Background: an optimization exercise with open tools, aiming at small area. Do not read the settings as production practice. Where RTL was checked, it was by simulation tests only, not by an equivalence proof against the original. The RTL of run 4 was laid out without a check of its function. Power and IR drop assume default switching activity.

### design/flow/flow/run.sh
#!/bin/bash
set -euo pipefail
bash standard.sh \
   "BUFFER_PORTS_ARGS=-buffer_cell sky130_fd_sc_hd__buf_1" \
   "CTS_ARGS=-sink_clustering_enable -repair_clock_nets -buf_list sky130_fd_sc_hd__clkbuf_8 -root_buf sky130_fd_sc_hd__clkbuf_2 -sink_clustering_size 20 -sink_clustering_max_diameter 60 -dont_use_dummy_load" \
   finish > standard.log 2>&1
### design/flow/standard.sh
#!/bin/bash
# synth_recipe.tcl (not shown) runs the flow's synth.tcl, then flattens the netlist and writes it again
# the make line also repeats each setting of config.mk as NAME=value (left out here)
make -C /OpenROAD-flow-scripts/flow DESIGN_CONFIG=/design/flow/config.mk WORK_HOME=/design/flow/orfs CLKGATE_MAP_FILE= SYNTH_SCRIPT=/design/flow/synth_recipe.tcl "${@:-finish}"
### design/flow/config.mk
export PLATFORM = sky130hd
export DESIGN_NAME = mips_pipe
export DESIGN_NICKNAME = mips_pipe
export VERILOG_FILES = /design/flow/design.v
export SDC_FILE = /design/flow/constraint.sdc
export NUM_CORES = 4
export LEC_CHECK = 0
export CAP_MARGIN = 20
export CORE_MARGIN = 2
export CORE_UTILIZATION = 60
export SLEW_MARGIN = 20
export SYNTH_HIERARCHICAL = 1
### design/flow/constraint.sdc
create_clock -name core_clock -period 10.0 [get_ports {clk}]
set_input_delay 2.0000 -clock core_clock [delete_from_list [all_inputs] [get_ports {clk}]]
set_output_delay 2.0000 -clock core_clock [all_outputs]
set_load 0.01 [all_outputs]
### design/flow/design.v
module sel_aoi3 (
   input  logic [2:0] a,
   input  logic [2:0] b,
   output logic       y_n
);
   assign y_n = ~|(a & b);
endmodule
module nand_n #(parameter int N = 2) (
   input  logic [N-1:0] a,
   output logic         y
);
   assign y = ~&a;
endmodule
module dest_bit (
   input  logic sel_rd,
   input  logic sel_rt,
   input  logic hold,
   input  logic rd,
   input  logic rt,
   input  logic q,
   output logic y_n
);
   assign y_n = ~((sel_rd & rd) | (sel_rt & rt) | (hold & q));
endmodule
module sel31 (
   input  logic [30:0] s,
   input  logic [30:0] d,
   output logic        y
);
   logic [10:0] t_n;
   genvar i;
   generate
      for (i = 0; i < 10; i++) begin : g_t
         sel_aoi3 u (.a(s[3*i+2:3*i]), .b(d[3*i+2:3*i]), .y_n(t_n[i]));
      end
   endgenerate
   nand_n #(2) u_last (.a({s[30], d[30]}), .y(t_n[10]));
   logic [2:0] p;
   nand_n #(4) u_p0 (.a(t_n[3:0]),  .y(p[0]));
   nand_n #(4) u_p1 (.a(t_n[7:4]),  .y(p[1]));
   nand_n #(3) u_p2 (.a(t_n[10:8]), .y(p[2]));
   assign y = |p;
endmodule
module pdec2_n (
   input  logic       en,
   input  logic [1:0] a,
   output logic [3:0] y_n
);
   always_comb
      for (int i = 0; i < 4; i++) y_n[i] = ~(en && (a == i[1:0]));
endmodule
module pdec2r_n (
   input  logic [1:0] a,
   output logic [3:0] y_n
);
   always_comb
      for (int i = 0; i < 4; i++) y_n[i] = ~(a == i[1:0]);
endmodule
module pdec3_n (
   input  logic [2:0] a,
   output logic [7:0] y_n
);
   logic [2:0] ab;
   inv_g u_i0 (.a(a[0]), .y(ab[0]));
   inv_g u_i1 (.a(a[1]), .y(ab[1]));
   inv_g u_i2 (.a(a[2]), .y(ab[2]));
   genvar i;
   generate
      for (i = 0; i < 8; i++) begin : g_i
         nand_n #(3) u (.a({i[2] ? a[2] : ab[2], i[1] ? a[1] : ab[1], i[0] ? a[0] : ab[0]}),
                        .y(y_n[i]));
      end
   endgenerate
endmodule
module nor2_g (
   input  logic a,
   input  logic b,
   output logic y
);
   assign y = ~(a | b);
endmodule
module dec_reg (
   input  logic [3:0]  lo_n,
   input  logic [7:0]  hi_n,
   output logic [31:1] y
);
   genvar i;
   generate
      for (i = 1; i < 32; i++) begin : g_i
         nor2_g u (.a(lo_n[i % 4]), .b(hi_n[i / 4]), .y(y[i]));
      end
   endgenerate
endmodule
module mux2x4 (
   input  logic       s,
   input  logic [3:0] a,
   input  logic [3:0] b,
   output logic [3:0] y
);
   assign y = s ? b : a;
endmodule
module xor4 (
   input  logic       s,
   input  logic [3:0] a,
   output logic [3:0] y
);
   assign y = a ^ {4{s}};
endmodule
module entry_aoi (
   input  logic       we,
   input  logic       we_n,
   input  logic [1:0] d,
   input  logic [1:0] r,
   output logic [1:0] y_n
);
   assign y_n = ~(({2{we_n}} | d) & ({2{we}} | r));
endmodule
module inv_g (
   input  logic a,
   output logic y
);
   assign y = ~a;
endmodule
module rd_port (
   input  logic [4:0]   sel,
   input  logic [123:0] taps,
   output logic [3:0]   y
);
   logic [31:1] s;
   logic [3:0]  lo_n;
   logic [7:0]  hi_n;
   pdec2r_n u_lo (.a(sel[1:0]), .y_n(lo_n));
   pdec3_n  u_hi (.a(sel[4:2]), .y_n(hi_n));
   dec_reg  u_dec (.lo_n(lo_n), .hi_n(hi_n), .y(s));
   genvar b, i;
   generate
      for (b = 0; b < 4; b++) begin : g_b
         logic [30:0] d;
         for (i = 0; i < 31; i++) begin : g_i
            assign d[i] = taps[4*i+b];
         end
         sel31 u (.s(s), .d(d), .y(y[b]));
      end
   endgenerate
endmodule
module pc_bit (
   input  logic rst,
   input  logic ld,
   input  logic ld_n,
   input  logic tgt,
   input  logic x,
   output logic y
);
   logic y_n;
   assign y_n = ~((ld_n | tgt) & (ld | x));
   assign y   = ~(y_n | rst);
endmodule
module pc_next (
   input  logic        rst,
   input  logic        ld,
   input  logic        inc,
   input  logic [29:0] pc,
   input  logic [29:0] tgt,
   output logic [29:0] y
);
   logic [30:0] c;
   logic [29:0] x;
   wire         ld_n = ~ld;
   assign c[0] = inc;
   genvar i;
   generate
      for (i = 0; i < 30; i++) begin : g_i
         assign c[i+1] = pc[i] & c[i];
         assign x[i]   = pc[i] ^ c[i];
         pc_bit u (.rst(rst), .ld(ld), .ld_n(ld_n), .tgt(tgt[i]), .x(x[i]), .y(y[i]));
      end
   endgenerate
endmodule
module and3_g (
   input  logic a,
   input  logic b,
   input  logic c,
   output logic y
);
   assign y = a & b & c;
endmodule
module nand2_g (
   input  logic a,
   input  logic b,
   output logic y
);
   assign y = ~(a & b);
endmodule
module xor2_g (
   input  logic a,
   input  logic b,
   output logic y
);
   assign y = a ^ b;
endmodule
module phase_ctr (
   input  logic       rst,
   input  logic [2:0] ph,
   output logic [2:0] ph_n,
   output logic [7:0] phs
);
   logic [2:0] phb;
   logic       x1, t01, x2;
   inv_g   u_i0 (.a(ph[0]), .y(phb[0]));
   inv_g   u_i1 (.a(ph[1]), .y(phb[1]));
   inv_g   u_i2 (.a(ph[2]), .y(phb[2]));
   nor2_g  u_n0 (.a(rst), .b(ph[0]), .y(ph_n[0]));
   xor2_g  u_x1 (.a(ph[1]), .b(phb[0]), .y(x1));
   nor2_g  u_n1 (.a(rst), .b(x1), .y(ph_n[1]));
   nand2_g u_c1 (.a(ph[1]), .b(ph[0]), .y(t01));
   xor2_g  u_x2 (.a(ph[2]), .b(t01), .y(x2));
   nor2_g  u_n2 (.a(rst), .b(x2), .y(ph_n[2]));
   genvar i;
   generate
      for (i = 0; i < 8; i++) begin : g_d
         and3_g u (.a(i[0] ? ph[0] : phb[0]), .b(i[1] ? ph[1] : phb[1]),
                   .c(i[2] ? ph[2] : phb[2]), .y(phs[i]));
      end
   endgenerate
endmodule
module opa_sel (
   input  logic        beq,
   input  logic [7:0]  phs,
   input  logic [29:0] pc,
   input  logic [3:0]  ra,
   output logic [3:0]  a
);
   wire [31:0] pw = {2'b00, pc};
   always_comb begin
      a = beq ? 4'h0 : ra;
      for (int i = 0; i < 8; i++)
         if (beq && phs[i]) a = a | pw[4*i +: 4];
   end
endmodule
module opb_sel (
   input  logic        imm,
   input  logic [7:0]  phs,
   input  logic [15:0] ins,
   input  logic [3:0]  bt,
   output logic [3:0]  b
);
   always_comb begin
      b = imm ? 4'h0 : bt;
      for (int i = 0; i < 4; i++)
         if (imm && phs[i]) b = b | ins[4*i +: 4];
      if (imm && (phs[4] | phs[5] | phs[6] | phs[7])) b = b | {4{ins[15]}};
   end
endmodule
module mips_pipe (
   input  logic        clk,
   input  logic        rst_n,
   output logic [31:0] imem_addr_o,
   input  logic [31:0] imem_data_i,
   output logic        dmem_re_o,
   output logic        dmem_we_o,
   output logic [31:0] dmem_addr_o,
   output logic [31:0] dmem_wdata_o,
   input  logic [31:0] dmem_rdata_i
);
   logic [2:0]  ph;         
   logic [29:0] pc;         
   logic        cy;         
   logic        eqf;        
   logic        wb_en;      
   logic [4:0]  wb_dest_n;   
   logic [4:0]  wb_dest;
   logic [31:0] rsr;        
   logic [27:0] dsr;        
   logic [7:0] phs;
   logic [2:0] ph_n;
   phase_ctr u_ph (.rst(!rst_n), .ph(ph), .ph_n(ph_n), .phs(phs));
   wire [31:0] ins = imem_data_i;
   wire [5:0]  op  = ins[31:26];
   wire [5:0]  fn  = ins[5:0];
   wire [4:0]  rs  = ins[25:21];
   wire [4:0]  rt  = ins[20:16];
   wire [4:0]  rd  = ins[15:11];
   wire is_r    = (op == 6'h00);
   wire is_addi = (op == 6'h08);
   wire is_lw   = (op == 6'h23);
   wire is_sw   = (op == 6'h2b);
   wire is_beq  = (op == 6'h04);
   wire f_add   = (fn == 6'h20);
   wire f_sub   = (fn == 6'h22);
   wire f_and   = (fn == 6'h24);
   wire f_or    = (fn == 6'h25);
   wire f_slt   = (fn == 6'h2a);
   wire r_ok    = is_r & (f_add | f_sub | f_and | f_or | f_slt);
   wire do_sub  = is_r & (f_sub | f_slt);
   wire do_and  = is_r & f_and;
   wire do_or   = is_r & f_or;
   wire do_slt  = is_r & f_slt;
   wire use_imm = is_addi | is_lw | is_sw | is_beq;
   logic        sp;
   logic [3:0]  wb_d;
   xor4 u_wx (.s(sp), .a(rsr[3:0]), .y(wb_d));
   logic [31:1] we;
   logic [123:0] taps;
   logic [3:0] wlo_n;
   logic [7:0] whi_n;
   pdec2_n u_wlo (.en(wb_en), .a(wb_dest[1:0]), .y_n(wlo_n));
   pdec3_n u_whi (.a(wb_dest[4:2]), .y_n(whi_n));
   dec_reg u_wdec (.lo_n(wlo_n), .hi_n(whi_n), .y(we));
   genvar k;
   generate
      for (k = 1; k < 32; k++) begin : g_reg
         logic [31:0] r;
         logic [3:0]  t;
         logic        we_n;
         inv_g u_i (.a(we[k]), .y(we_n));
         entry_aoi u_m0 (.we(we[k]), .we_n(we_n), .d(wb_d[1:0]), .r(r[1:0]), .y_n(t[1:0]));
         entry_aoi u_m1 (.we(we[k]), .we_n(we_n), .d(wb_d[3:2]), .r(r[3:2]), .y_n(t[3:2]));
         assign taps[4*k-4 +: 4] = t;
         always_ff @(posedge clk) r <= {t, r[31:4]};
      end
   endgenerate
   logic [3:0] ra_x, bt_x;
   rd_port u_ra (.sel(rs), .taps(taps), .y(ra_x));
   rd_port u_rb (.sel(rt), .taps(taps), .y(bt_x));
   logic [3:0] ra, bt;
   xor4 u_rax (.s(~sp & (rs != 5'd0)), .a(ra_x), .y(ra));
   xor4 u_btx (.s(~sp & (rt != 5'd0)), .a(bt_x), .y(bt));
   logic [3:0] a, b;
   opa_sel u_opa (.beq(is_beq), .phs(phs), .pc(pc), .ra(ra), .a(a));
   opb_sel u_opb (.imm(use_imm), .phs(phs), .ins(ins[15:0]), .bt(bt), .b(b));
   wire [3:0] bx  = b ^ {4{do_sub}};
   logic [4:0] c;
   logic [3:0] s;
   always_comb begin
      c[0] = phs[0] ? (do_sub | is_beq) : cy;
      for (int i = 0; i < 4; i++) begin
         s[i]   = a[i] ^ bx[i] ^ c[i];
         c[i+1] = (a[i] & bx[i]) | (c[i] & (a[i] ^ bx[i]));
      end
   end
   wire [3:0] y   = do_and ? (a & b) :
                    do_or  ? (a | b) :
                    do_slt ? 4'h0    : s;
   wire       lt  = (a[3] ^ b[3]) ? a[3] : s[3];
   wire       eq  = (phs[0] | eqf) & (ra == bt);
   wire       taken = is_beq & eq;
   logic [29:0] pc_n;
   pc_next u_pcn (.rst(!rst_n), .ld(phs[7] & taken), .inc(phs[7]), .pc(pc),
                  .tgt({y[1:0], rsr[31:4]}), .y(pc_n));
   logic [31:0] rsr_n;
   wire         rsr_ld = phs[7] & is_lw;
   genvar q;
   generate
      for (q = 0; q < 8; q++) begin : g_rsr
         logic [3:0] sh;
         if (q == 7) begin : g_top
            assign sh = y;
         end else if (q == 0) begin : g_bot
            assign sh = {rsr[7:5], (phs[7] && do_slt) ? lt : rsr[4]};
         end else begin : g_mid
            assign sh = rsr[4*q+7 : 4*q+4];
         end
         mux2x4 u (.s(rsr_ld), .a(sh), .b(dmem_rdata_i[4*q +: 4]), .y(rsr_n[4*q +: 4]));
      end
   endgenerate
   always_ff @(posedge clk) begin
      cy  <= c[4];
      eqf <= eq;
      dsr <= {bt, dsr[27:4]};
      rsr <= rsr_n;
   end
   always_ff @(posedge clk) begin
      if (!rst_n) begin
         sp    <= 1'b0;
         wb_en <= 1'b0;
      end else begin
         if (phs[7]) begin
            sp    <= ~sp;
            wb_en <= r_ok | is_addi | is_lw;
         end
      end
   end
   always_ff @(posedge clk) pc <= pc_n;
   always_ff @(posedge clk) ph <= ph_n;
   logic [4:0] wb_dest_d;
   wire        sel_rd = phs[7] & is_r;
   wire        sel_rt = phs[7] & ~is_r;
   generate
      for (q = 0; q < 5; q++) begin : g_dest
         inv_g    u_i (.a(wb_dest_n[q]), .y(wb_dest[q]));
         dest_bit u_d (.sel_rd(sel_rd), .sel_rt(sel_rt), .hold(~phs[7]), .rd(rd[q]), .rt(rt[q]),
                       .q(wb_dest[q]), .y_n(wb_dest_d[q]));
      end
   endgenerate
   always_ff @(posedge clk) begin
      wb_dest_n <= wb_dest_d;
   end
   assign imem_addr_o  = {pc, 2'b00};
   assign dmem_re_o    = phs[7] & is_lw;
   assign dmem_we_o    = phs[7] & is_sw;
   assign dmem_addr_o  = {y, rsr[31:4]};
   assign dmem_wdata_o = {bt, dsr};
endmodule
==> run summary, run 1 <==
GRT Overall Usage=24.5%; first-pass GRT wire length=about 85000 um; DRT iter0 DRCs=1821; global routing usage on met2=between 30 and 40%; Hold Crit Start=g_reg[2].r[23]$_DFF_P_; count leader, synth=dfxtp_1; top cells by area, synth=dfxtp_1, o22ai_1, a222oi_1; Synthesis Warnings=11; setup_tns=0 ns; initial antenna violation count=5; CP Launch Point=wb_en$_SDFFE_PN0P_; TritonCTS clock tree=built; post-DP HPWL=between 30000 and 40000 um; grt ovf=0; fraction of layout cells with a size suffix above 1=between 6 and 7%; I/O pins=~160; Synth top area share=81.4%; Worst EP required=8.00 ns; Max H-tree Level=3; gpl congestion=0.870; minimum clock period=around 9.4 ns; reg-to-reg slack, setup=between 3 and 4 ns; flops & latches, synth=around 1100; met3 usage=between 4 and 5%; maximum clock insertion buffer count=3; hold buffer count at cts=0; CTS resizes=0; leading cell types by count after synthesis=dfxtp_1, o22ai_1, nor2_1; via count=14500; Post-synth EDFFs=0; Pre-antenna DRT Iters=9; Pins Over Slew Limit=0; final net count=between 2000 and 2500; Seq/Total Area, Yosys=just over 80%; RSZ-0062 raised after global routing=no; period utilization=roughly 94%; Clock Latency Late Sink=1.08 ns; Port Buffer Count=between 150 and 200; Die Wd=approximately 220 um; total of max-cap violations=0; vias in the first global route=14000; CP Launch Type=flop; Pwr Total=approximately 0.0065 W; P per Cell Area=roughly 230 nW/um^2; Max VDD drop=178 uV; Max Fclk=0.106 GHz; cells after synthesis=~1800; Setup Fix Bufs, Post-CTS=0; global route hottest layer=met2; final clock skew=0.106 ns; Routed wire per std cell=between 20 and 25 um; Reg2Reg Launch Point=ph[2]$_DFF_P_; cts bufs inserted=between 60 and 70; slew at the pin closest to its max-slew limit=1.02 ns; Yosys cell types=48; Die ar.=roughly 47000 um^2; Std-Cell Rows=77; DP Cell Count=~2600; FFs w/ async S/R, synth=0%; # setup viols final=0; hold depth=0; number of clock sinks=1094; DRC=0; filler instances=roughly 3200; Hold EP=g_reg[2].r[19]$_DFF_P_; critical path capture point type=primary output; Max-slew headroom=around a third; Syn Area/Cell=approximately 15 um^2; Worst EP arrival=7.43 ns; die height=216 um; Max FO, Critical Path=8; Final ANT Viol Nets=0; largest net degree at the start of global routing=35; Finished Core Util=about 66%; synthesis-to-finish area growth=7.87%; run status=no timing/DRC/antenna violations; Reg-to-Reg End=pc[29]$_DFF_P_; Worst-path clk slew=0.11 ns; Worst Hold Class=flop to flop; Setup CP Type=flop to primary output; core region area=44200 um^2; r2r worst-path depth=33; multi-input combinational cell area=around 4600 um^2; Initial Util=slightly above 60%; grt met1 use=approximately 36%; fin cells=roughly 2600; Hold Violations, Final=0; vias per cell=5.50; register area=about 22000 um^2; ys flop type=dfxtp_1; largest area contributor in the netlist=dfxtp_1; LEAKAGE=11.3 nW; cell area after synthesis=roughly 27000 um^2; routed wire length=roughly 57000 um; Root Buffer=clkbuf_2
## worst max-delay path, stage by stage, from the launching register on
cell	delay [ns]
dfxtp_1	0.44
nand3_1	0.75
nor2_1	0.58
o22ai_1	0.29
a222oi_1	0.50
nand4_1	0.20
or3_1	0.45
xor2_1	0.39
nor2_1	0.08
a31oi_1	0.15
or2_1	0.18
xnor2_1	0.13
fa_1	0.41
inv_1	0.08
fa_1	0.16
inv_1	0.05
fa_1	0.36
inv_1	0.08
fa_1	0.43
nand2b_1	0.16
a21oi_1	0.28
buf_1	0.20
## modules after synthesis (local to each module, per instance), excerpt
module | flops+latches | cells
pc_bit | 0 | 2
and3_g | 0 | 1
pdec2_n | 0 | 4
mips_pipe | 1094 | 1219
nor2_g | 0 | 1
xor4 | 0 | 4
sel31 | 0 | 1
dest_bit | 0 | 1
inv_g | 0 | 1
pc_next | 0 | 31
sel_aoi3 | 0 | 1
opb_sel | 0 | 24
## state kept, by name, indices dropped and copies added, names as in the netlist
name,cells
sp,1
g.r,992
ph,3
wb_en,1
eqf,1
wb_dest_n,5
cy,1
dsr,28
rsr,32
pc,30
## layout make-up
cell class                 instances  share of cell area (%)
tap                              592                    2.55
inverter                          62                   0.802
antenna                            7                  0.0603
sequential                      1094                    75.4
clock buffer                      67                    2.90
timing repair buffer             169                    2.31
multi-input combinational        653                    15.9
## per-stage QoR
step	setup WS [ns]	hold slack (ns)	area (um^2)
3_3_place_gp	1.06	0.310	28200
5_1_grt	0.179	0.264	29000
4_1_cts	0.541	0.258	29000
2_1_floorplan	2.24	0.310	26900
3_5_place_dp	0.887	0.312	28200
6_report	0.575	0.264	29000
## kinds of logic (layout without fill, tap and decap cells)
family          count (synthesis)  after routing  share of synthesized area, %
simple gates                  264            264                          4.66
compound gates                294            294                          8.27
other cells                     1              9                        0.0139
flops                        1094           1094                          81.4
mux                            34             34                          1.42
fa+ha+maj                      35             35                          1.74
buf+inv                        95            298                          1.75
xor+xnor                       24             24                         0.781
## routing by layer
metal | part of all wire, % | vias up
met5 | 0 | -
met4 | 3.1 | 0
met3 | 7.1 | 123
met2 | 43 | 606
met1 | 47 | 6998
li1 | - | 6821
## placed cells by master (no fill, tap or decap), types with 16 or more instances in the layout
cell	count
mux2_2	32
buf_1	161
o22ai_1	154
ha_1	31
nand3_1	34
clkbuf_8	58
a222oi_1	87
nor2_1	145
nand4_1	17
inv_1	61
nand2_1	16
dfxtp_1	1094
## worst max path at each step
stage,cells past startpoint,end,slack [ns]
after floorplan,19,dmem_addr_o[31],2.24
after global placement,21,dmem_addr_o[31],1.06
after detailed placement,21,dmem_addr_o[31],0.89
after CTS,22,dmem_addr_o[31],0.54
after global routing,21,dmem_addr_o[31],0.18
final,21,dmem_addr_o[31],0.57
## power by group
group	switching [W]	internal, W	total, W
Sequential	0.0000420	0.00441	0.00445
Combinational	0.000259	0.000129	0.000388
Clock	0.00117	0.000537	0.00170
==> run 2, diff against run 1 <==
--- a/design/flow/design.v
+++ b/design/flow/design.v
@@ -297,8 +297,7 @@
    wire do_slt  = is_r & f_slt;
    wire use_imm = is_addi | is_lw | is_sw | is_beq;
    logic        sp;
-   logic [3:0]  wb_d;
-   xor4 u_wx (.s(sp), .a(rsr[3:0]), .y(wb_d));
+   wire  [3:0]  wb_d = rsr[3:0];
    logic [31:1] we;
    logic [123:0] taps;
    logic [3:0] wlo_n;
@@ -363,11 +362,13 @@
          mux2x4 u (.s(rsr_ld), .a(sh), .b(dmem_rdata_i[4*q +: 4]), .y(rsr_n[4*q +: 4]));
       end
    endgenerate
+   logic [3:0] rsr_n0;
+   xor4 u_wx (.s(sp ^ phs[7]), .a(rsr_n[3:0]), .y(rsr_n0));
    always_ff @(posedge clk) begin
       cy  <= c[4];
       eqf <= eq;
       dsr <= {bt, dsr[27:4]};
-      rsr <= rsr_n;
+      rsr <= {rsr_n[31:4], rsr_n0};
    end
    always_ff @(posedge clk) begin
       if (!rst_n) begin
--- a/design/flow/config.mk
+++ b/design/flow/config.mk
@@ -8,5 +8,6 @@
 export CAP_MARGIN = 20
 export CORE_MARGIN = 2
 export CORE_UTILIZATION = 60
+export PLACE_DENSITY = 0.8
 export SLEW_MARGIN = 20
 export SYNTH_HIERARCHICAL = 1
==> run summary, run 2 <==
WL met3=just under 4000 um; synthesis-to-finish area growth=7.44%; CTS resizes=0; count leader, synth=dfxtp_1; Root Buffer=clkbuf_2; RSZ-0062 raised after global routing=no; Hold EP=dsr[22]$_DFF_P_; Seq/Total Area, Yosys=roughly four fifths; largest area contributor in the netlist=dfxtp_1; Setup Fix Bufs, Post-CTS=0; reg-to-reg slack, setup=3.17 ns; final net count=between 2000 and 2500; Setup CP Type=flop to primary output; CP Launch Type=flop; cts bufs inserted=67; PnR worst setup slack=between 0.8 and 0.9 ns; gpl congestion=around 0.93; top cells by area, synth=dfxtp_1, o22ai_1, a222oi_1; WL met2=~28000 um; hold buffer count at cts=0; most frequent cells in the layout=dfxtp_1, buf_1, o22ai_1; Worst EP arrival=around 7.1 ns; critical path capture point type=primary output; Max Fclk=~0.11 GHz; Port Buffer Count=around 160; I/O pins=164; CP cell instances=inv_1 > nand3b_1 > nor2_1 > o22ai_1 > a222oi_1 > nand4_1 > or3_1 > xor2_1 > nor2_1 > a31oi_1 > or2_1 > xnor2_1 > fa_1 > inv_1 > fa_1 > inv_1 > fa_1 > inv_1 > fa_1 > nand2b_1 > a21oi_1 > buf_1; Die ar.=between 40000 and 50000 um^2; Yosys cell types=48; Post-synth EDFFs=0; # setup viols final=0; final clock skew=approximately 0.13 ns; GRT Overall Usage=25.7%; core region area=about 44000 um^2; Reg-to-Reg End=pc[29]$_DFF_P_; number of clock sinks=approximately 1100; Post-Place Setup Slack=1.15 ns; Max VDD drop=~160 uV; most common cell after layout, fill and taps aside=dfxtp_1; cells after synthesis=roughly 1800; Die Wd=216 um; slew at the pin closest to its max-slew limit=around 1.1 ns; Hold Violations, Final=0; Max FO, Critical Path=8; hold depth=0; CP delay by family, top=simple AND/OR/NAND/NOR gates; Worst EP required=approximately 8 ns; setup_tns=0 ns; Synthesis Warnings=11; vias in the first global route=about 15000; Pre-antenna DRT Iters=8; initial antenna violation count=1; cell area after synthesis=26900 um^2; ys flop type=dfxtp_1; WL met1=about 26000 um; Reg2Reg Launch Point=ph[2]$_DFF_P_; minimum clock period=approximately 9 ns; run status=no timing/DRC/antenna violations; DRT iter0 DRCs=1744; fraction of layout cells with a size suffix above 1=5.68%; first-pass GRT wire length=88100 um; r2r worst-path depth=33; Max H-tree Level=3; maximum clock insertion buffer count=3; period utilization=roughly nine tenths; DRC=0; largest net degree at the start of global routing=34; Pins Over Slew Limit=0; post-DP HPWL=43200 um; die height=~220 um; grt ovf=0; Hold Crit Start=dsr[26]$_DFF_P_; Max-slew headroom=a little over a quarter; total of max-cap violations=0; Worst-path clk slew=approximately 0.11 ns; Synth top area share=between 80% and 90%; biggest regs=g.r (992), rsr (32), pc (30); Routed wire per std cell=around 23 um; TritonCTS clock tree=built; flops & latches, synth=between 1000 and 1500; Syn Area/Cell=14.6 um^2; Clock Latency Late Sink=approximately 1.1 ns; CP max stage cell=nand3b_1; Top reg by flops=g.r; Std-Cell Rows=77; Buf+Inv Stages, Crit Path=5; vias per cell=5.53; Final ANT Viol Nets=0; Initial Util=60.9%; via count=14600; routed wire length=a little over 60000 um; FFs w/ async S/R, synth=0%; Largest register FFs=a little under 1000; leading cell types by count after synthesis=dfxtp_1, o22ai_1, nor2_1; critical path's largest stage delay=between 0.7 and 0.8 ns; P per Cell Area=approximately 230 nW/um^2; top layer in use=met4; Worst Hold Class=flop to flop; LEAKAGE=11.3 nW
-- run 2: area by class of cell --
cell class	instances	area (um^2)
Sequential cell	1094	21900
Tap cell	592	741
Clock buffer	67	843
Antenna cell	3	7.51
Inverter	62	233
Timing Repair Buffer	166	642
Fill cell	3132	15300
Multi-Input combinational cell	653	4550
-- run 2: worst max path at each step --
stage                          from               to  slack [ns]  depth (start not counted)
2_1_floorplan       imem_data_i[16]  dmem_addr_o[31]        2.24                         19
3_3_place_gp        imem_data_i[17]  dmem_addr_o[31]        1.23                         21
3_5_place_dp        imem_data_i[17]  dmem_addr_o[31]        1.15                         21
4_1_cts        wb_dest_n[1]$_DFF_P_  dmem_addr_o[31]        0.88                         22
5_1_grt        wb_dest_n[1]$_DFF_P_  dmem_addr_o[31]        0.57                         22
6_report       wb_dest_n[1]$_DFF_P_  dmem_addr_o[31]        0.87                         22
-- run 2: kinds of logic (layout without fill, tap and decap cells) --
family	after synthesis	after routing	synth area share (%)
compound gates	294	294	8.27
mux	34	34	1.42
buf+inv	95	295	1.75
xor+xnor	24	24	0.781
flops	1094	1094	81.4
fa+ha+maj	35	35	1.74
simple gates	264	264	4.67
other cells	1	5	0.0139
-- run 2: metal layers --
layer	global-route usage (%)	up-vias
li1	-	6800
met1	33.1	7007
met2	42.6	634
met3	5.21	141
met4	10.6	0
met5	0	-
-- run 2: per-stage QoR --
step	hold slack, ns	total power [W]	instance area (um^2)	cells	utilization (%)
6_report	0.248	0.00656	28900	2637	65.4
5_1_grt	0.274	0.00678	28900	2635	65.4
4_1_cts	0.269	0.00659	28900	2634	65.4
3_5_place_dp	0.312	0.00494	28100	2567	63.5
3_3_place_gp	0.310	0.00494	28100	2567	63.5
2_1_floorplan	0.310	0.00479	26900	1842	-
-- run 2: per-module statistics from Yosys (local to each module, per instance), excerpt --
module | cells inside | cell area (um^2) | flip-flops and latches | copies in the design
dest_bit | 1 | 10.0 | 0 | 5
sel_aoi3 | 1 | 10.0 | 0 | 80
sel31 | 1 | 6.26 | 0 | 8
xor2_g | 1 | 8.76 | 0 | 2
mux2x4 | 4 | 45.0 | 0 | 8
mips_pipe | 1219 | 22800 | 1094 | 1
pdec2_n | 4 | 28.8 | 0 | 1
and3_g | 1 | 6.26 | 0 | 8
pc_next | 31 | 375 | 0 | 1
nand2_g | 1 | 3.75 | 0 | 1
pc_bit | 2 | 10.0 | 0 | 30
opb_sel | 24 | 150 | 0 | 1
xor4 | 4 | 35.0 | 0 | 3
opa_sel | 23 | 194 | 0 | 1
entry_aoi | 2 | 12.5 | 0 | 62
nor2_g | 1 | 3.75 | 0 | 96
-- run 2: power by group --
part,switching (W),internal (W),total (W)
registers,0.0000665,0.00441,0.00448
logic,0.000246,0.000125,0.000371
clock network,0.00118,0.000537,0.00171
==> run 3, diff against run 2 <==
--- a/design/flow/config.mk
+++ b/design/flow/config.mk
@@ -8,6 +8,5 @@
 export CAP_MARGIN = 20
 export CORE_MARGIN = 2
 export CORE_UTILIZATION = 60
-export PLACE_DENSITY = 0.8
 export SLEW_MARGIN = 20
 export SYNTH_HIERARCHICAL = 1
==> run summary, run 3 <==
run status=no timing/DRC/antenna violations; Port Buffer Count=161; LEAKAGE=about 11 nW; maximum clock insertion buffer count=3; FFs w/ async S/R, synth=0%; Post-synth EDFFs=0; cells after synthesis=between 1500 and 2000; Pwr Total=roughly 0.0065 W; cell area after synthesis=26900 um^2; final net count=roughly 2100; Worst-path clk slew=between 0.1 and 0.15 ns; most frequent cells in the layout=dfxtp_1, buf_1, o22ai_1; Clock Latency Late Sink=about 1.1 ns; leading cell types by count after synthesis=dfxtp_1, o22ai_1, nor2_1; post-DP HPWL=around 40000 um; final clock skew=around 0.19 ns; critical path capture point type=primary output; largest area contributor in the netlist=dfxtp_1; vias per cell=~5.5; Final ANT Viol Nets=0; hold buffer count at cts=0; minimum clock period=between 9 and 10 ns; Std-Cell Rows=77; flops & latches, synth=roughly 1100; period utilization=around 93%; slew at the pin closest to its max-slew limit=between 1 and 1.5 ns; Finished Core Util=about two thirds; Yosys cell types=48; most common cell after layout, fill and taps aside=dfxtp_1; Hold Violations, Final=0; Seq/Total Area, Yosys=approximately four fifths; number of clock sinks=about 1100; Max Fclk=about 0.11 GHz; Initial Util=slightly above 60%; Post-DP Area=~28000 um^2; Setup Fix Bufs, Post-CTS=0; via count=~14000; vias in the first global route=roughly 14000; Top reg by flops=g.r; CTS resizes=0; DRT iter0 DRCs=roughly 1800; DRC=0; Routed wire per std cell=roughly 22 um; RSZ-0062 raised after global routing=no; count leader, synth=dfxtp_1; Die Wd=between 200 and 250 um; DP Cell Count=around 2600; Synth top area share=81.4%; initial antenna violation count=4; CP Launch Type=flop; total of max-cap violations=0; Worst EP required=around 8.0 ns; Pins Over Slew Limit=0; core region area=about 44000 um^2; ys flop type=dfxtp_1; setup_tns=0 ns; Root Buffer=clkbuf_2; fin cells=2642; post-route design area=between 20000 and 30000 um^2; Syn Area/Cell=approximately 15 um^2; gpl congestion=0.883; Pre-antenna DRT Iters=8; Largest register FFs=~1000; largest net degree at the start of global routing=34; grt ovf=0; die height=roughly 220 um; routed wire length=57400 um; Setup CP Type=flop to primary output; Worst EP arrival=about 7.3 ns; synthesis-to-finish area growth=7.54%; Die ar.=between 40000 and 50000 um^2; Worst Hold Class=flop to flop; Synthesis Warnings=11; biggest regs=g.r (992), rsr (32), pc (30); GRT Overall Usage=between 20% and 30%; Max FO, Critical Path=8; top cells by area, synth=dfxtp_1, o22ai_1, a222oi_1; # setup viols final=0; Max VDD drop=between 150 and 200 uV; first-pass GRT wire length=between 80000 and 90000 um; TritonCTS clock tree=built; Max-slew headroom=a little over a quarter; P per Cell Area=226 nW/um^2; fraction of layout cells with a size suffix above 1=under 10%; Max H-tree Level=3; cts bufs inserted=between 60 and 70; I/O pins=about 160
[run 3: cell families after synthesis]
family	after synthesis	share of synthesized area [%]
AOI/OAI and AO/OA	294	8.27
adders and majority gates	35	1.74
other	1	0.0139
muxes	34	1.42
and+or+nand+nor	264	4.67
DFF	1094	81.4
buffers and inverters	95	1.75
xor gates and xnor gates	24	0.781
[run 3: power by group]
part | internal (W) | switching, W | leakage [nW] | total (W)
sequential | 0.00441 | 0.0000444 | 8.97 | 0.00446
combinational | 0.000128 | 0.000253 | 1.87 | 0.000381
clock | 0.000537 | 0.00116 | 0.454 | 0.00170
total | 0.00508 | 0.00146 | 11.3 | 0.00653
[run 3: modules after synthesis, one instance, submodules excluded, excerpt]
| module | flops+latches | cells |
|---|---|---|
| entry_aoi | 0 | 2 |
| inv_g | 0 | 1 |
| pc_next | 0 | 31 |
| pdec2r_n | 0 | 4 |
| pc_bit | 0 | 2 |
| and3_g | 0 | 1 |
| pdec2_n | 0 | 4 |
| sel_aoi3 | 0 | 1 |
| opb_sel | 0 | 24 |
| mips_pipe | 1094 | 1219 |
[run 3: per-layer routing]
metal	global-route usage [%]	vias to the layer above	wire length (um)
met1	36.6	6914	27300
met5	0	-	0
met2	36.6	602	24500
met3	5.74	84	4540
li1	-	6814	-
met4	6.44	0	1190
[run 3: cell type report]
cell class	instances	area [um^2]
Antenna cell	5	12.5
Timing Repair Buffer	169	664
Multi-Input combinational cell	653	4550
Clock buffer	67	843
Inverter	62	233
Tap cell	592	741
Sequential cell	1094	21900
Fill cell	3210	15300
[run 3: worst max-delay path: stages, from the launching register on]
cell and delay (ns):
dfxtp_1 0.32, inv_1 0.07, nand3b_1 0.84, nor2_1 0.60, o22ai_1 0.29, a222oi_1 0.45, nand4_1 0.17, or3_1 0.41
xor2_1 0.37, nor2_1 0.08, a31oi_1 0.18, or2_1 0.19, xnor2_1 0.11, fa_1 0.39, inv_1 0.08, fa_1 0.15
inv_1 0.05, fa_1 0.34, inv_1 0.07, fa_1 0.43, nand2b_1 0.16, a21oi_1 0.28, buf_1 0.19
[run 3: path summary, 6_finish.rpt]
check	from	endpoint	slack, ns	cells after the start
hold / removal	g_reg[31].r[4]$_DFF_P_	g_reg[31].r[0]$_DFF_P_	0.18	0
setup reg to reg	ph[2]$_DFF_P_	pc[29]$_DFF_P_	3.40	33
setup / recovery	wb_dest_n[1]$_DFF_P_	dmem_addr_o[31]	0.73	22
hold reg to reg	g_reg[31].r[4]$_DFF_P_	g_reg[31].r[0]$_DFF_P_	0.18	0
[run 3: metrics by stage]
stage          worst slack [ns]  hold WS (ns)
2_1_floorplan              2.24         0.310
3_3_place_gp               1.15         0.310
3_5_place_dp               1.03         0.312
4_1_cts                   0.590         0.166
5_1_grt                   0.302         0.167
6_report                  0.731         0.176
==> run 4, diff against run 3 <==
--- a/design/flow/design.v
+++ b/design/flow/design.v
@@ -41,14 +41,6 @@
    nand_n #(3) u_p2 (.a(t_n[10:8]), .y(p[2]));
    assign y = |p;
 endmodule
-module pdec2_n (
-   input  logic       en,
-   input  logic [1:0] a,
-   output logic [3:0] y_n
-);
-   always_comb
-      for (int i = 0; i < 4; i++) y_n[i] = ~(en && (a == i[1:0]));
-endmodule
 module pdec2r_n (
    input  logic [1:0] a,
    output logic [3:0] y_n
@@ -237,19 +229,38 @@
          if (beq && phs[i]) a = a | pw[4*i +: 4];
    end
 endmodule
+module and2_g (
+   input  logic a,
+   input  logic b,
+   output logic y
+);
+   assign y = a & b;
+endmodule
 module opb_sel (
    input  logic        imm,
    input  logic [7:0]  phs,
+   input  logic        ph2,
    input  logic [15:0] ins,
    input  logic [3:0]  bt,
    output logic [3:0]  b
 );
-   always_comb begin
-      b = imm ? 4'h0 : bt;
-      for (int i = 0; i < 4; i++)
-         if (imm && phs[i]) b = b | ins[4*i +: 4];
-      if (imm && (phs[4] | phs[5] | phs[6] | phs[7])) b = b | {4{ins[15]}};
-   end
+   logic [5:0] s;
+   genvar i;
+   generate
+      for (i = 0; i < 4; i++) begin : g_s
+         and2_g u (.a(imm), .b(phs[i]), .y(s[i]));
+      end
+   endgenerate
+   and2_g u_s4 (.a(imm), .b(ph2), .y(s[4]));
+   inv_g  u_s5 (.a(imm), .y(s[5]));
+   generate
+      for (i = 0; i < 4; i++) begin : g_b
+         logic [1:0] t_n;
+         sel_aoi3 u0 (.a(s[2:0]), .b({ins[8+i], ins[4+i], ins[i]}), .y_n(t_n[0]));
+         sel_aoi3 u1 (.a(s[5:3]), .b({bt[i], ins[15], ins[12+i]}), .y_n(t_n[1]));
+         nand_n #(2) u_o (.a(t_n), .y(b[i]));
+      end
+   endgenerate
 endmodule
 module mips_pipe (
    input  logic        clk,
@@ -266,7 +277,6 @@
    logic [29:0] pc;         
    logic        cy;         
    logic        eqf;        
-   logic        wb_en;      
    logic [4:0]  wb_dest_n;   
    logic [4:0]  wb_dest;
    logic [31:0] rsr;        
@@ -302,7 +312,7 @@
    logic [123:0] taps;
    logic [3:0] wlo_n;
    logic [7:0] whi_n;
-   pdec2_n u_wlo (.en(wb_en), .a(wb_dest[1:0]), .y_n(wlo_n));
+   pdec2r_n u_wlo (.a(wb_dest[1:0]), .y_n(wlo_n));
    pdec3_n u_whi (.a(wb_dest[4:2]), .y_n(whi_n));
    dec_reg u_wdec (.lo_n(wlo_n), .hi_n(whi_n), .y(we));
    genvar k;
@@ -326,7 +336,7 @@
    xor4 u_btx (.s(~sp & (rt != 5'd0)), .a(bt_x), .y(bt));
    logic [3:0] a, b;
    opa_sel u_opa (.beq(is_beq), .phs(phs), .pc(pc), .ra(ra), .a(a));
-   opb_sel u_opb (.imm(use_imm), .phs(phs), .ins(ins[15:0]), .bt(bt), .b(b));
+   opb_sel u_opb (.imm(use_imm), .phs(phs), .ph2(ph[2]), .ins(ins[15:0]), .bt(bt), .b(b));
    wire [3:0] bx  = b ^ {4{do_sub}};
    logic [4:0] c;
    logic [3:0] s;
@@ -371,25 +381,19 @@
       rsr <= {rsr_n[31:4], rsr_n0};
    end
    always_ff @(posedge clk) begin
-      if (!rst_n) begin
-         sp    <= 1'b0;
-         wb_en <= 1'b0;
-      end else begin
-         if (phs[7]) begin
-            sp    <= ~sp;
-            wb_en <= r_ok | is_addi | is_lw;
-         end
-      end
+      if (!rst_n)      sp <= 1'b0;
+      else if (phs[7]) sp <= ~sp;
    end
    always_ff @(posedge clk) pc <= pc_n;
    always_ff @(posedge clk) ph <= ph_n;
    logic [4:0] wb_dest_d;
-   wire        sel_rd = phs[7] & is_r;
-   wire        sel_rt = phs[7] & ~is_r;
+   wire        sel_rd = rst_n & phs[7] & r_ok;
+   wire        sel_rt = rst_n & phs[7] & (is_addi | is_lw);
+   wire        hold   = rst_n & ~phs[7];
    generate
       for (q = 0; q < 5; q++) begin : g_dest
          inv_g    u_i (.a(wb_dest_n[q]), .y(wb_dest[q]));
-         dest_bit u_d (.sel_rd(sel_rd), .sel_rt(sel_rt), .hold(~phs[7]), .rd(rd[q]), .rt(rt[q]),
+         dest_bit u_d (.sel_rd(sel_rd), .sel_rt(sel_rt), .hold(hold), .rd(rd[q]), .rt(rt[q]),
                        .q(wb_dest[q]), .y_n(wb_dest_d[q]));
       end
    endgenerate
==> run summary, run 4 <==
vias in the first global route=~14000; LEAKAGE=~11 nW; Initial Util=between 60% and 70%; count leader, synth=dfxtp_1; GRT Overall Usage=24.4%; Setup Fix Bufs, Post-CTS=0; cts bufs inserted=67; Final ANT Viol Nets=0; Pre-antenna DRT Iters=13; Max-slew headroom=slightly below 30%; grt ovf=0; largest area contributor in the netlist=dfxtp_1; via count=about 14000; Clock Latency Late Sink=roughly 1.1 ns; RSZ-0062 raised after global routing=no; period utilization=between 80 and 90%; maximum clock insertion buffer count=3; leading cell types by count after synthesis=dfxtp_1, o22ai_1, nor2_1; gpl congestion=0.935; first-pass GRT wire length=roughly 84000 um; post-DP HPWL=40200 um; Min Hold Slack=0.211 ns; routed wire length=~57000 um; Yosys cell types=between 40 and 50; Routed wire per std cell=about 22 um; Worst-path clk slew=about 0.13 ns; core region area=around 44000 um^2; minimum clock period=about 9 ns; flops & latches, synth=around 1100; synthesis-to-finish area growth=7.75%; I/O pins=164; critical path's largest stage delay=approximately 0.52 ns; largest net degree at the start of global routing=35; Pins Over Slew Limit=0; total of max-cap violations=0; Synthesis Warnings=9; CTS resizes=0; setup_tns=0 ns; Max H-tree Level=3; Seq/Total Area, Yosys=between 80% and 90%; Worst EP arrival=just under 7 ns; vias per cell=5.43; post-route design area=roughly 29000 um^2; CP Launch Type=flop; number of clock sinks=1093; cells after synthesis=between 1500 and 2000; Post-DP Area=roughly 28000 um^2; initial antenna violation count=8; Largest register FFs=between 900 and 1000; Worst Hold Class=flop to flop; slew at the pin closest to its max-slew limit=1.06 ns; Top reg by flops=g.r; hold buffer count at cts=0; Std-Cell Rows=77; final net count=approximately 2100; most frequent cells in the layout=dfxtp_1, buf_1, o22ai_1; biggest regs=g.r (992), rsr (32), pc (30); Die ar.=around 46000 um^2; # setup viols final=0; critical path capture point type=primary output; cell area after synthesis=roughly 27000 um^2; Die Wd=~220 um; run status=no timing/DRC/antenna violations; Syn Area/Cell=roughly 15 um^2; ys flop type=dfxtp_1; Max Fclk=around 0.11 GHz; DRC=0; fraction of layout cells with a size suffix above 1=about 6%; most common cell after layout, fill and taps aside=dfxtp_1; CP max stage cell=nand2b_1; Post-synth EDFFs=0; Max VDD drop=166 uV; die height=~220 um; P per Cell Area=223 nW/um^2; Synth top area share=81.5%; Setup CP Type=flop to primary output; Worst EP required=8.00 ns; TritonCTS clock tree=built; FFs w/ async S/R, synth=0%; Root Buffer=clkbuf_2; Finished Core Util=65.4%; CP cell instances=inv_1 > nand2b_1 > nor2_1 > o22ai_1 > a222oi_1 > nand4_1 > or3_1 > xor2_1 > a222oi_1 > nand2_1 > xnor2_1 > fa_1 > inv_1 > fa_1 > inv_1 > fa_1 > inv_1 > fa_1 > nor2b_1 > o22a_1 > buf_1; final clock skew=0.221 ns; DRT iter0 DRCs=between 2000 and 2500; Port Buffer Count=roughly 160; Max FO, Critical Path=8; top cells by area, synth=dfxtp_1, o22ai_1, a222oi_1; Hold Violations, Final=0
-- run 4: cell types whose count changed after synthesis, moves of 3 or more --
cell and change:
a22oi_1 -8, a21oi_1 -5, a211oi_1 -3, a222oi_1 +8, nand2_1 +4, or2_1 -3, a31oi_1 -3, and2_1 +4
-- run 4: metrics by stage --
stage | power [W] | setup slack (ns) | instances
3_3_place_gp | 0.00484 | 1.39 | 2565
3_5_place_dp | 0.00484 | 1.31 | 2565
4_1_cts | 0.00650 | 1.07 | 2632
2_1_floorplan | 0.00473 | 2.31 | 1830
5_1_grt | 0.00669 | 0.743 | 2633
6_report | 0.00646 | 1.17 | 2636
-- run 4: area by class of cell --
cell class | instances | area, um^2
Sequential cell | 1093 | 21900
Fill cell | 3224 | 15300
Multi-Input combinational cell | 643 | 4510
Clock buffer | 67 | 843
Tap cell | 592 | 741
Timing Repair Buffer | 174 | 702
Inverter | 63 | 236
Antenna cell | 4 | 10.0
-- run 4: per-module statistics from Yosys (local to each module, per instance), a selection --
module | flip-flops and latches | area [um^2] | cells inside
pc_next | 0 | 375 | 31
opa_sel | 0 | 194 | 23
mux2x4 | 0 | 45.0 | 4
xor4 | 0 | 35.0 | 4
pdec2r_n | 0 | 22.5 | 4
entry_aoi | 0 | 12.5 | 2
dest_bit | 0 | 10.0 | 1
sel_aoi3 | 0 | 10.0 | 1
xor2_g | 0 | 8.76 | 1
sel31 | 0 | 6.26 | 1
and2_g | 0 | 6.26 | 1
nand2_g | 0 | 3.75 | 1
inv_g | 0 | 3.75 | 1
-- run 4: cell families (layout without fill, tap and decap cells) --
logic type / count (synthesis) / count (layout) / share of synthesized area (%)
compound gates: 286 / 286 / 8.21
xor+xnor: 24 / 24 / 0.783
fa+ha+maj: 35 / 35 / 1.74
buf+inv: 94 / 304 / 1.73
flops: 1093 / 1093 / 81.5
mux: 32 / 32 / 1.34
other cells: 1 / 6 / 0.0140
simple gates: 264 / 264 / 4.64
-- run 4: worst paths after layout --
| kind | startpoint | endpoint | slack [ns] | depth (start not counted) |
|---|---|---|---|---|
| setup reg to reg | ph[2]$_DFF_P_ | pc[28]$_DFF_P_ | 3.40 | 32 |
| setup / recovery | wb_dest_n[0]$_DFF_P_ | dmem_addr_o[31] | 1.17 | 21 |
| hold / removal | g_reg[2].r[23]$_DFF_P_ | g_reg[2].r[19]$_DFF_P_ | 0.21 | 0 |
| hold reg to reg | g_reg[2].r[23]$_DFF_P_ | g_reg[2].r[19]$_DFF_P_ | 0.21 | 0 |
-- run 4: layer usage --
layer	vias to the layer above	GRT usage (%)	routed length, um
met5	-	0.313	26
met4	4	8.34	1450
met3	98	4.81	3570
met2	524	37.5	25200
met1	6894	34.9	27100
li1	6797	-	-
-- run 4: critical path, delay by kind of cell, from the launching register on --
family | cells | cell delay [ns]
buffers and inverters | 5 | 0.49
adders and majority gates | 4 | 1.37
xor gates and xnor gates | 2 | 0.40
DFF | 1 | 0.32
AOI/OAI and AO/OA | 4 | 1.31
and+or+nand+nor | 6 | 1.85
-- run 4: where the power goes --
part           internal, W  leakage [nW]  switching (W)
logic             0.000111          1.90       0.000211
clock network     0.000537         0.454        0.00117
registers          0.00439          8.96      0.0000376
total              0.00504          11.3        0.00142

-- what the ideal ports hide --
How much do the figures lean on ideal ports? The routed layouts below were timed once more, with nothing changed but the port constraints.
Step 1: set_driving_cell puts a clkbuf_16 on clk and a buf_2 on each other input, an assumption about the parent block.
Step 2 also shifts input and output timing later by t, the mid clock arrival at the registers, as if the neighbouring blocks saw the same clock.
Slacks: no drivers / after step 1 / after step 2; pairs: no drivers / after step 1.
| run | shift t [ns] | slack for setup (ns) | hold WS [ns] | worst setup path after step 2 | slew at the worst register clock pin (ns) |
|---|---|---|---|---|---|
| run 1 | 1.089 | 0.575 / 0.521 / 0.741 | 0.264 / 0.264 / 0.264 | input to output | 0.12 / 0.12 |
| run 2 | 1.059 | 0.867 / 0.810 / 0.948 | 0.248 / 0.248 / 0.248 | input to output | 0.12 / 0.12 |
| run 3 | 1.076 | 0.731 / 0.675 / 0.922 | 0.176 / 0.176 / 0.176 | input to output | 0.12 / 0.12 |
| run 4 | 1.060 | 1.171 / 1.120 / 1.144 | 0.211 / 0.211 / 0.211 | input to output | 0.13 / 0.13 |
After both steps setup and hold are still met in every run listed. For run 4, which loses most, drivers alone change the setup slack by -0.051 ns; drivers and shift together by -0.027 ns.
